Background: an optimization exercise with open tools, aiming at small area and a short achievable clock period. Do not read the settings as production practice. Function was checked by simulation only, so behaviour that the tests miss may differ from the original. Power is estimated from default activity; no workload was simulated.

--- design.v ---
package exe_pkg;
    localparam int XLEN     = 32;
    localparam int REG_AW   = 5;
    localparam int NUM_REGS = 32;
    localparam int IMM_W    = 16;
    localparam int JADDR_W  = 26;
    localparam int CODE_W   = 6;    
    localparam int SP_IDX   = 29;
    localparam int LINK_IDX = 31;   
    localparam logic [CODE_W-1:0] OP_RTYPE = 6'h00;
    localparam logic [CODE_W-1:0] OP_J     = 6'h02;
    localparam logic [CODE_W-1:0] OP_JAL   = 6'h03;
    localparam logic [CODE_W-1:0] OP_BEQ   = 6'h04;
    localparam logic [CODE_W-1:0] OP_BNE   = 6'h05;
    localparam logic [CODE_W-1:0] OP_ADDI  = 6'h08;
    localparam logic [CODE_W-1:0] OP_ADDIU = 6'h09;
    localparam logic [CODE_W-1:0] OP_SLTI  = 6'h0a;
    localparam logic [CODE_W-1:0] OP_SLTIU = 6'h0b;
    localparam logic [CODE_W-1:0] OP_ANDI  = 6'h0c;
    localparam logic [CODE_W-1:0] OP_ORI   = 6'h0d;
    localparam logic [CODE_W-1:0] OP_XORI  = 6'h0e;
    localparam logic [CODE_W-1:0] OP_LUI   = 6'h0f;
    localparam logic [CODE_W-1:0] OP_LW    = 6'h23;
    localparam logic [CODE_W-1:0] OP_SW    = 6'h2b;
    localparam logic [CODE_W-1:0] FN_SLL  = 6'h00;
    localparam logic [CODE_W-1:0] FN_SRL  = 6'h02;
    localparam logic [CODE_W-1:0] FN_SRA  = 6'h03;
    localparam logic [CODE_W-1:0] FN_SLLV = 6'h04;
    localparam logic [CODE_W-1:0] FN_SRLV = 6'h06;
    localparam logic [CODE_W-1:0] FN_SRAV = 6'h07;
    localparam logic [CODE_W-1:0] FN_JR   = 6'h08;
    localparam logic [CODE_W-1:0] FN_ADD  = 6'h20;
    localparam logic [CODE_W-1:0] FN_ADDU = 6'h21;
    localparam logic [CODE_W-1:0] FN_SUB  = 6'h22;
    localparam logic [CODE_W-1:0] FN_SUBU = 6'h23;
    localparam logic [CODE_W-1:0] FN_AND  = 6'h24;
    localparam logic [CODE_W-1:0] FN_OR   = 6'h25;
    localparam logic [CODE_W-1:0] FN_XOR  = 6'h26;
    localparam logic [CODE_W-1:0] FN_NOR  = 6'h27;
    localparam logic [CODE_W-1:0] FN_SLT  = 6'h2a;
    localparam logic [CODE_W-1:0] FN_SLTU = 6'h2b;
    typedef logic [REG_AW-1:0] reg_idx_t;
    typedef logic [XLEN-1:0]   word_t;
    localparam word_t SP_RESET = 32'h0000_3fff;
    typedef struct packed {
        logic [CODE_W-1:0] opcode;
        reg_idx_t          rs;
        reg_idx_t          rt;
        reg_idx_t          rd;
        logic [REG_AW-1:0] shamt;
        logic [CODE_W-1:0] funct;
    } instr_r_t;
    typedef struct packed {
        logic [CODE_W-1:0] opcode;
        reg_idx_t          rs;
        reg_idx_t          rt;
        logic [IMM_W-1:0]  imm;
    } instr_i_t;
    typedef struct packed {
        logic [CODE_W-1:0]  opcode;
        logic [JADDR_W-1:0] target;
    } instr_j_t;
    typedef union packed {
        instr_r_t r;
        instr_i_t i;
        instr_j_t j;
    } instr_u;
endpackage
module exe_alu (
    input  logic                         instr_valid_i,
    input  exe_pkg::instr_u              instr_i,
    input  exe_pkg::word_t               pc_plus4_i,
    output exe_pkg::reg_idx_t            rs_idx_o,
    output exe_pkg::reg_idx_t            rt_idx_o,
    input  exe_pkg::word_t               rs_data_i,
    input  exe_pkg::word_t               rt_data_i,
    output logic                         alu_wr_en_o,
    output exe_pkg::reg_idx_t            alu_wr_idx_o,
    output exe_pkg::word_t               alu_wr_data_o,
    output logic                         is_lw_o,
    output logic                         is_sw_o,
    output logic                         is_beq_o,
    output logic                         is_bne_o,
    output logic                         is_jump_o,
    output logic [exe_pkg::JADDR_W-1:0]  jump_target_o,
    output exe_pkg::word_t               mem_addr_o,
    output exe_pkg::word_t               store_data_o,
    output logic                         rs_eq_rt_o,
    output logic [exe_pkg::IMM_W-1:0]    branch_off_o
);
    exe_pkg::word_t rs_val;
    exe_pkg::word_t rt_val;
    exe_pkg::word_t imm_zx;
    exe_pkg::word_t imm_sx;
    logic  is_rtype;
    logic  is_jr;
    logic  wr_en;
    assign rs_idx_o  = instr_i.r.rs;
    assign rt_idx_o  = instr_i.r.rt;
    assign rs_val    = rs_data_i;
    assign rt_val    = rt_data_i;
    assign imm_zx = {{(exe_pkg::XLEN-exe_pkg::IMM_W){1'b0}}, instr_i.i.imm};
    assign imm_sx = {{(exe_pkg::XLEN-exe_pkg::IMM_W){instr_i.i.imm[exe_pkg::IMM_W-1]}}, instr_i.i.imm};
    assign is_rtype = (instr_i.r.opcode == exe_pkg::OP_RTYPE);
    assign is_jr    = is_rtype && (instr_i.r.funct == exe_pkg::FN_JR);
    always_comb begin
        wr_en         = 1'b0;
        alu_wr_idx_o  = instr_i.i.rt;   
        alu_wr_data_o = '0;
        if (is_rtype) begin
            alu_wr_idx_o = instr_i.r.rd;
            wr_en        = 1'b1;
            case (instr_i.r.funct)
                exe_pkg::FN_SLL:          alu_wr_data_o = rt_val << instr_i.r.shamt;
                exe_pkg::FN_SRL:          alu_wr_data_o = rt_val >> instr_i.r.shamt;
                exe_pkg::FN_SRA:          alu_wr_data_o = $signed(rt_val) >>> instr_i.r.shamt;
                exe_pkg::FN_SLLV:         alu_wr_data_o = rt_val << rs_val[exe_pkg::REG_AW-1:0];
                exe_pkg::FN_SRLV:         alu_wr_data_o = rt_val >> rs_val[exe_pkg::REG_AW-1:0];
                exe_pkg::FN_SRAV:         alu_wr_data_o = $signed(rt_val) >>> rs_val[exe_pkg::REG_AW-1:0];
                exe_pkg::FN_ADD, exe_pkg::FN_ADDU: alu_wr_data_o = rs_val + rt_val;
                exe_pkg::FN_SUB, exe_pkg::FN_SUBU: alu_wr_data_o = rs_val - rt_val;
                exe_pkg::FN_AND:          alu_wr_data_o = rs_val & rt_val;
                exe_pkg::FN_OR:           alu_wr_data_o = rs_val | rt_val;
                exe_pkg::FN_XOR:          alu_wr_data_o = rs_val ^ rt_val;
                exe_pkg::FN_NOR:          alu_wr_data_o = ~(rs_val | rt_val);
                exe_pkg::FN_SLT:          alu_wr_data_o = exe_pkg::word_t'($signed(rs_val) < $signed(rt_val));
                exe_pkg::FN_SLTU:         alu_wr_data_o = exe_pkg::word_t'(rs_val < rt_val);
                default:         wr_en = 1'b0;   
            endcase
        end else begin
            wr_en = 1'b1;
            case (instr_i.i.opcode)
                exe_pkg::OP_ADDI, exe_pkg::OP_ADDIU: alu_wr_data_o = rs_val + imm_zx;
                exe_pkg::OP_SLTI:  alu_wr_data_o = exe_pkg::word_t'($signed(rs_val) < $signed(imm_sx));
                exe_pkg::OP_SLTIU: alu_wr_data_o = exe_pkg::word_t'(rs_val < imm_zx);
                exe_pkg::OP_ANDI:  alu_wr_data_o = rs_val & imm_zx;
                exe_pkg::OP_ORI:   alu_wr_data_o = rs_val | imm_zx;
                exe_pkg::OP_XORI:  alu_wr_data_o = rs_val ^ imm_zx;
                exe_pkg::OP_LUI:   alu_wr_data_o = {instr_i.i.imm, {(exe_pkg::XLEN-exe_pkg::IMM_W){1'b0}}};
                exe_pkg::OP_JAL: begin
                    alu_wr_idx_o  = exe_pkg::reg_idx_t'(exe_pkg::LINK_IDX);
                    alu_wr_data_o = pc_plus4_i;
                end
                default:  wr_en = 1'b0;   
            endcase
        end
    end
    assign alu_wr_en_o = instr_valid_i && wr_en;
    assign is_lw_o   = instr_valid_i && (instr_i.i.opcode == exe_pkg::OP_LW);
    assign is_sw_o   = instr_valid_i && (instr_i.i.opcode == exe_pkg::OP_SW);
    assign is_beq_o  = instr_valid_i && (instr_i.i.opcode == exe_pkg::OP_BEQ);
    assign is_bne_o  = instr_valid_i && (instr_i.i.opcode == exe_pkg::OP_BNE);
    assign is_jump_o = instr_valid_i
                       && (is_jr || instr_i.j.opcode == exe_pkg::OP_J || instr_i.j.opcode == exe_pkg::OP_JAL);
    assign jump_target_o = is_jr ? rs_val[exe_pkg::JADDR_W-1:0] : instr_i.j.target;
    assign mem_addr_o    = rs_val + imm_zx;   
    assign store_data_o  = rt_val;
    assign rs_eq_rt_o    = (rs_val == rt_val);
    assign branch_off_o  = instr_i.i.imm;
endmodule
module exe_regfile (
    input  logic     clk_i,
    input  logic     arst_n_i,
    input  exe_pkg::reg_idx_t rs_idx_i,
    input  exe_pkg::reg_idx_t rt_idx_i,
    output exe_pkg::word_t    rs_data_o,
    output exe_pkg::word_t    rt_data_o,
    input  logic     wr_en_i,
    input  exe_pkg::reg_idx_t wr_idx_i,
    input  exe_pkg::word_t    wr_data_i
);
    exe_pkg::word_t regs [exe_pkg::NUM_REGS];
    always_ff @(posedge clk_i or negedge arst_n_i) begin
        if (!arst_n_i) begin
            for (int k = 0; k < exe_pkg::NUM_REGS; k++) begin
                regs[k] <= (k == exe_pkg::SP_IDX) ? exe_pkg::SP_RESET : '0;   
            end
        end else if (wr_en_i && (wr_idx_i != '0)) begin
            regs[wr_idx_i] <= wr_data_i;
        end
    end
    assign rs_data_o = (rs_idx_i == '0) ? '0 : regs[rs_idx_i];
    assign rt_data_o = (rt_idx_i == '0) ? '0 : regs[rt_idx_i];
endmodule
module exe_mem_branch (
    input  logic                         clk_i,
    input  logic                         arst_n_i,
    input  exe_pkg::word_t               data_load_i,
    input  logic                         alu_wr_en_i,
    input  exe_pkg::reg_idx_t            alu_wr_idx_i,
    input  exe_pkg::word_t               alu_wr_data_i,
    input  logic                         is_lw_i,
    input  logic                         is_sw_i,
    input  logic                         is_beq_i,
    input  logic                         is_bne_i,
    input  logic                         is_jump_i,
    input  logic [exe_pkg::JADDR_W-1:0]  jump_target_i,
    input  exe_pkg::word_t               mem_addr_i,
    input  exe_pkg::word_t               store_data_i,
    input  logic                         rs_eq_rt_i,
    input  logic [exe_pkg::IMM_W-1:0]    branch_off_i,
    output logic                         wr_en_o,
    output exe_pkg::reg_idx_t            wr_idx_o,
    output exe_pkg::word_t               wr_data_o,
    output exe_pkg::word_t               data_addr_o,
    output logic                         data_wen_o,
    output exe_pkg::word_t               data_store_o,
    output logic                         j_valid_o,
    output logic [exe_pkg::JADDR_W-1:0]  j_addr_o,
    output logic                         b_valid_o,
    output logic [exe_pkg::IMM_W-1:0]    b_addr_o
);
    exe_pkg::reg_idx_t ld_idx_q;   
    logic     ld_wr;
    always_ff @(posedge clk_i or negedge arst_n_i) begin
        if (!arst_n_i) begin
            ld_idx_q   <= '0;
            j_valid_o  <= 1'b0;
            b_valid_o  <= 1'b0;
            data_wen_o <= 1'b0;
        end else begin
            ld_idx_q   <= is_lw_i ? alu_wr_idx_i : '0;
            j_valid_o  <= is_jump_i;
            b_valid_o  <= (is_beq_i && rs_eq_rt_i) || (is_bne_i && !rs_eq_rt_i);
            data_wen_o <= is_sw_i;
        end
    end
    always_ff @(posedge clk_i) begin
        if (is_jump_i) begin
            j_addr_o <= jump_target_i;
        end
        if (is_beq_i || is_bne_i) begin
            b_addr_o <= branch_off_i;
        end
        if (is_lw_i || is_sw_i) begin
            data_addr_o <= mem_addr_i;
        end
        if (is_sw_i) begin
            data_store_o <= store_data_i;
        end
    end
    assign ld_wr = (ld_idx_q != '0);
    assign wr_en_o = ld_wr || alu_wr_en_i;
    assign wr_idx_o = ld_wr ? ld_idx_q : alu_wr_idx_i;
    assign wr_data_o = ld_wr ? data_load_i : alu_wr_data_i;   
endmodule
module exe_top (
    input  logic                         clk_i,
    input  logic                         arst_n_i,
    input  logic                         instr_valid_i,
    input  exe_pkg::word_t               instr_i,
    input  exe_pkg::word_t               pc_plus4_i,
    input  exe_pkg::word_t               data_load_i,
    output exe_pkg::word_t               data_addr_o,
    output logic                         data_wen_o,
    output exe_pkg::word_t               data_store_o,
    output logic                         j_valid_o,
    output logic [exe_pkg::JADDR_W-1:0]  j_addr_o,
    output logic                         b_valid_o,
    output logic [exe_pkg::IMM_W-1:0]    b_addr_o
);
    logic               alu_wr_en;
    exe_pkg::reg_idx_t           alu_wr_idx;
    exe_pkg::word_t              alu_wr_data;
    logic               is_lw;
    logic               is_sw;
    logic               is_beq;
    logic               is_bne;
    logic               is_jump;
    logic [exe_pkg::JADDR_W-1:0] jump_target;
    exe_pkg::word_t              mem_addr;
    exe_pkg::word_t              store_data;
    logic               rs_eq_rt;
    logic [exe_pkg::IMM_W-1:0]   branch_off;
    exe_pkg::reg_idx_t           rs_idx;
    exe_pkg::reg_idx_t           rt_idx;
    exe_pkg::word_t              rs_data;
    exe_pkg::word_t              rt_data;
    logic               wr_en;
    exe_pkg::reg_idx_t           wr_idx;
    exe_pkg::word_t              wr_data;
    exe_alu i_alu (
        .instr_valid_i (instr_valid_i),
        .instr_i       (instr_i),
        .pc_plus4_i    (pc_plus4_i),
        .rs_idx_o      (rs_idx),
        .rt_idx_o      (rt_idx),
        .rs_data_i     (rs_data),
        .rt_data_i     (rt_data),
        .alu_wr_en_o   (alu_wr_en),
        .alu_wr_idx_o  (alu_wr_idx),
        .alu_wr_data_o (alu_wr_data),
        .is_lw_o       (is_lw),
        .is_sw_o       (is_sw),
        .is_beq_o      (is_beq),
        .is_bne_o      (is_bne),
        .is_jump_o     (is_jump),
        .jump_target_o (jump_target),
        .mem_addr_o    (mem_addr),
        .store_data_o  (store_data),
        .rs_eq_rt_o    (rs_eq_rt),
        .branch_off_o  (branch_off)
    );
    exe_regfile i_regfile (
        .clk_i    (clk_i),
        .arst_n_i (arst_n_i),
        .rs_idx_i  (rs_idx),
        .rt_idx_i  (rt_idx),
        .rs_data_o (rs_data),
        .rt_data_o (rt_data),
        .wr_en_i   (wr_en),
        .wr_idx_i  (wr_idx),
        .wr_data_i (wr_data)
    );
    exe_mem_branch i_mem_branch (
        .clk_i         (clk_i),
        .arst_n_i      (arst_n_i),
        .data_load_i   (data_load_i),
        .alu_wr_en_i   (alu_wr_en),
        .alu_wr_idx_i  (alu_wr_idx),
        .alu_wr_data_i (alu_wr_data),
        .is_lw_i       (is_lw),
        .is_sw_i       (is_sw),
        .is_beq_i      (is_beq),
        .is_bne_i      (is_bne),
        .is_jump_i     (is_jump),
        .jump_target_i (jump_target),
        .mem_addr_i    (mem_addr),
        .store_data_i  (store_data),
        .rs_eq_rt_i    (rs_eq_rt),
        .branch_off_i  (branch_off),
        .wr_en_o       (wr_en),
        .wr_idx_o      (wr_idx),
        .wr_data_o     (wr_data),
        .data_addr_o   (data_addr_o),
        .data_wen_o    (data_wen_o),
        .data_store_o  (data_store_o),
        .j_valid_o     (j_valid_o),
        .j_addr_o      (j_addr_o),
        .b_valid_o     (b_valid_o),
        .b_addr_o      (b_addr_o)
    );
endmodule
--- run.sh ---
#!/bin/bash
# synth_recipe.tcl (not shown) runs the flow's synth.tcl, then flattens the netlist and writes it again
# the make line also repeats each setting of config.mk as NAME=value (left out here)
make -C /OpenROAD-flow-scripts/flow DESIGN_CONFIG=/design/flow/config.mk WORK_HOME=/design/flow/orfs CLKGATE_MAP_FILE= SYNTH_SCRIPT=/design/flow/synth_recipe.tcl finish
--- config.mk ---
export PLATFORM = sky130hd
export DESIGN_NAME = exe_top
export DESIGN_NICKNAME = exe_top
export VERILOG_FILES = /design/flow/design.v
export SDC_FILE = /design/flow/constraint.sdc
export NUM_CORES = 4
export LEC_CHECK = 0
export CAP_MARGIN = 20
export CORE_MARGIN = 2
export CORE_UTILIZATION = 30
export PLACE_DENSITY = 0.5
export SLEW_MARGIN = 20
--- constraint.sdc ---
create_clock -name core_clock -period 11.0 [get_ports {clk_i}]
set_input_delay 2.2000 -clock core_clock [delete_from_list [all_inputs] [get_ports {clk_i}]]
set_output_delay 2.2000 -clock core_clock [all_outputs]
set_load 0.01 [all_outputs]
==> summary.txt <==
Run status
  • Outcome: no timing/DRC/antenna violations

Finish
  • Final nets: about 8.7k
  • Most frequent cells in the layout: dfrtp_1 (986), nand2_1 (884), o21ai_0 (655)
  • Area growth from synthesis to layout: 18.39%
  • Commonest non-fill, non-tap cell in the layout: dfrtp_1
  • Share of cells above drive strength 1: 0.1874

Timing
  • Final hold slack: between 0.4 and 0.5 ns
  • Highest clock rate: 0.09700 GHz
  • Hold Vio Cnt, Final: 0
  • Worst slew pin tran: 1.228 ns
  • Setup Skew: 0.07629 ns
  • Relative slew slack: 0.1752
  • Setup violators final: 0
  • Setup total negative slack: 0 ns
  • Slew Viols, Final: 0
  • Unrepaired setup endpoints after global routing: no
  • Tmin final: about 10 ns
  • Period utilisation layout: 0.9373

Floorplanning
  • Initial Util: 0.3016
  • Io pins: roughly 210
  • Core ar.: approximately 240000 um^2
  • Die area: 248200 um^2
  • Die H: 498.2 um
  • DIE WIDTH: 498.2 um
  • Site Rows: 181

Detailed routing
  • Post-Route WL: 526500 um
  • Starting DRC count in detailed routing: 13.17k
  • Met3 wire length: 63720 um
  • ANT nets after route: 0
  • Max layer used: met5
  • Wl on met1: approximately 190000 um
  • DRC viols: 0
  • Via/cell ratio: 6.803
  • Via Count: between 80k and 90k
  • Drt first pass iters: 6
  • Met2 routed wirelength: 214300 um
  • Wire per inst: 44.53 um

Clock tree
  • Post-CTS setup buffers: 0
  • Clock root buffer: clkbuf_16
  • CTS HTree Levels: 4
  • CTS tree: built
  • Hold_buf cts: 0
  • CTS sink count: between 1k and 1.5k
  • Worst-path clk slew: around 0.060 ns
  • Worst skew pair latency: 0.87 ns
  • Clk buf depth: 3
  • TritonCTS buffer count: ~140
  • CTS-repair resized insts: 0

Power
  • PD cells: roughly 130 nW/um^2
  • Int Power: 7.430 mW
  • Leakage: 37.51 nW
  • Switch Pwr: 3.611 mW
  • Clock power frac: 0.432
  • Combinational share of power: 0.171
  • Sw Ratio: 0.3271
  • Reg power frac: 0.396
  • Peak VDD IR: around 0.13 mV

Placed design
  • DP HPWL: 372800 um
  • Port Buffers: 207
  • Gpl congestion: 1.072

Global route
  • Initial antenna violation count: 74
  • Vias in the first global route: 75.27k
  • Largest net degree at the start of global routing: 174
  • GRT Resource Usage Total: 0.4100
  • First-pass GRT wire length: 699600 um
  • GRT Residual Overflow: 0

Run
  • Number of max-cap violations: 0

Logic synthesis
  • Avg Cell Area, Syn: 8.855 um^2
  • Yosys cell types: 136
  • Synthesized flop and latch total: approximately 1.1k
  • Most common flop cell mapped by yosys: dfrtp_1
  • Synth Net Count: 8549
  • Mapped cell area: approximately 73000 um^2
  • Cells after Synth: 8276
  • YS warnings: 4
  • Post-synth EDFFs: 106
  • Sequential fraction of the synthesis area: 0.3852
  • Synth async-reset ratio: 0.9042

Critical path
  • Most used cell, CP: buf_4
  • Stages on the worst setup path: 28
  • CP Buf/Inv Count: 9
  • Critical path launch point type: input port
  • Delay-heaviest family, CP: buffers and inverters
  • WP data required: 11.74 ns
  • Crit path max fanout: 31
  • Crit. End Element: flip-flop
  • Setup Crit Path Kind: in -> reg
  • CP arrival: roughly 11 ns
  • Slowest stage delay, CP: 0.82 ns
  • Worst r2r path cells: 22
  • Slowest stage cell, crit path: nor4_1

Hold path
  • Worst hold path class: reg -> reg
  • Hold-critical path depth: 2
## power by group through the flow
stage	Clock [mW]	Combinational, mW	Sequential (mW)
CTS	4.80	1.79	4.37
finish	4.77	1.89	4.38
global route	4.97	1.91	4.38
floorplan	0	0.820	4.39
global placement	0	1.79	4.44
detailed placement	0	1.79	4.44
## sequential cells by signal (all words and copies together) (netlist names)
signal,flops
i_regfile.regs,992
i_mem_branch.data_store_o,32
i_mem_branch.data_wen_o,1
i_mem_branch.b_valid_o,1
i_mem_branch.j_valid_o,1
i_mem_branch.j_addr_o,26
i_mem_branch.b_addr_o,16
i_mem_branch.ld_idx_q,5
i_mem_branch.data_addr_o,32
## worst register-to-register path, delay by kind of cell, from the launching register on
kind | cells | cell delay (ns)
buffers and inverters | 6 | 1.67
and+or+nand+nor | 4 | 1.94
adders and majority gates | 1 | 0.46
muxes | 1 | 0.31
AOI/OAI and AO/OA | 10 | 2.74
DFF | 1 | 0.40
## synthesized netlist by cell type (31+ instances only)
| cell | instances | area share |
|---|---|---|
| nand2b_1 | 31 | 0.0026 |
| a2111o_1 | 32 | 0.0049 |
| dfrtp_1 | 986 | 0.34 |
| buf_6 | 43 | 0.0066 |
| buf_1 | 35 | 0.0018 |
| a21oi_1 | 382 | 0.026 |
| nand3_1 | 471 | 0.032 |
| and4_1 | 32 | 0.0038 |
| nor2_1 | 499 | 0.026 |
| nor4_1 | 70 | 0.0060 |
| nand3b_1 | 32 | 0.0033 |
| buf_2 | 173 | 0.012 |
| xnor2_1 | 65 | 0.0078 |
| nor3_1 | 93 | 0.0064 |
| a22oi_1 | 297 | 0.030 |
| mux2i_1 | 115 | 0.016 |
| a22o_1 | 31 | 0.0037 |
| o31ai_1 | 70 | 0.0072 |
| a211oi_1 | 70 | 0.0072 |
| mux2_4 | 61 | 0.012 |
| o211ai_1 | 63 | 0.0065 |
| o22ai_1 | 71 | 0.0061 |
| nand2_1 | 887 | 0.045 |
| a2111oi_0 | 128 | 0.015 |
| mux2_2 | 358 | 0.055 |
| o21ai_0 | 657 | 0.045 |
| inv_1 | 146 | 0.0075 |
| nand4_1 | 176 | 0.015 |
| edfxtp_1 | 106 | 0.043 |
| a31oi_1 | 80 | 0.0068 |
| a221oi_1 | 80 | 0.0096 |
| a21o_1 | 35 | 0.0036 |
| and3_1 | 530 | 0.045 |
| clkbuf_1 | 500 | 0.026 |
| ha_1 | 171 | 0.029 |
## routing by layer
layer	up-vias	GRT usage
met3	2151	0.1346
li1	31370	-
met5	-	0
met4	38	0.3452
met1	40000	0.4961
met2	6891	0.5865
## final timing paths
kind,startpoint,to,slack (ns)
worst min register to register,i_regfile.regs[17][2]$_DFFE_PN0P_,i_regfile.regs[17][2]$_DFFE_PN0P_,0.49
max in group asynchronous,arst_n_i,i_mem_branch.j_valid_o$_DFF_PN0_,7.18
worst max register to register,i_regfile.regs[12][9]$_DFFE_PN0P_,i_regfile.regs[9][27]$_DFFE_PN0P_,3.35
worst max-delay path,instr_i[25],i_regfile.regs[9][27]$_DFFE_PN0P_,0.69
min in group asynchronous,arst_n_i,i_regfile.regs[10][24]$_DFFE_PN0P_,1.39
worst min-delay path,i_regfile.regs[17][2]$_DFFE_PN0P_,i_regfile.regs[17][2]$_DFFE_PN0P_,0.49
## final cells by class
| cell class | instances | area [um^2] |
|---|---|---|
| well taps | 3202 | 4006 |
| fillers | 24920 | 156200 |
| multi-input cells | 6227 | 41840 |
| flip-flops and latches | 1106 | 28220 |
| repair buffers | 841 | 7325 |
| inverters | 152 | 571.8 |
| clock inverters | 65 | 889.6 |
| diodes | 47 | 117.6 |
| clock buffers | 184 | 3784 |
## metrics by stage
| stage | util | setup slack (ns) | instances | power [mW] | instance area [um^2] |
|---|---|---|---|---|---|
| after global routing | 0.3566 | 0.9736 | 11790 | 11.26 | 86660 |
| after floorplan | - | 2.560 | 8276 | 5.209 | 73280 |
| final | 0.3570 | 0.6902 | 11820 | 11.04 | 86750 |
| after global placement | 0.3367 | 0.07191 | 11520 | 6.235 | 81830 |
| after CTS | 0.3563 | 1.256 | 11780 | 10.97 | 86590 |
| after detailed placement | 0.3371 | 0.4175 | 11530 | 6.232 | 81910 |
## cell families (layout without fill, tap and decap cells)
| logic type | count (synthesis) | in the layout | share of synthesized area |
|---|---|---|---|
| other cells | 0 | 47 | 0 |
| flops | 1106 | 1106 | 0.3852 |
| xor+xnor | 77 | 77 | 0.009203 |
| compound gates | 2379 | 2379 | 0.2191 |
| simple gates | 3042 | 3042 | 0.2093 |
| fa+ha+maj | 174 | 174 | 0.03002 |
| buf+inv | 943 | 1242 | 0.05785 |
| mux | 555 | 555 | 0.08937 |

-- re-timing with driven ports --
In the flow no input, the clock included, has a driving cell. The finished layout below was timed again as built, in two steps.
Step 1: set_driving_cell puts a clkbuf_16 on clk_i and a buf_2 on each other input, an assumption about the parent block.
Step 2, shift: input delay + t, output delay - t, t = (earliest + latest rising clock arrival at the registers) / 2. This alone moves slack from input paths to output paths.
Three values: ideal, step 1, step 2; two values: the first two.
t (ns): 0.930
slack for setup (ns): 0.690 / 0.666 / -0.264
clock arrival spread, ns: 0.076 / 0.076
slew at the worst register clock pin (ns): 0.08 / 0.08
worst data-port slew with drivers (ns): 0.13
With both steps, setup timing fails in this run, where it was met with ideal ports. The setup slack of this run moves by -0.024 ns with the drivers and by -0.954 ns with both steps.
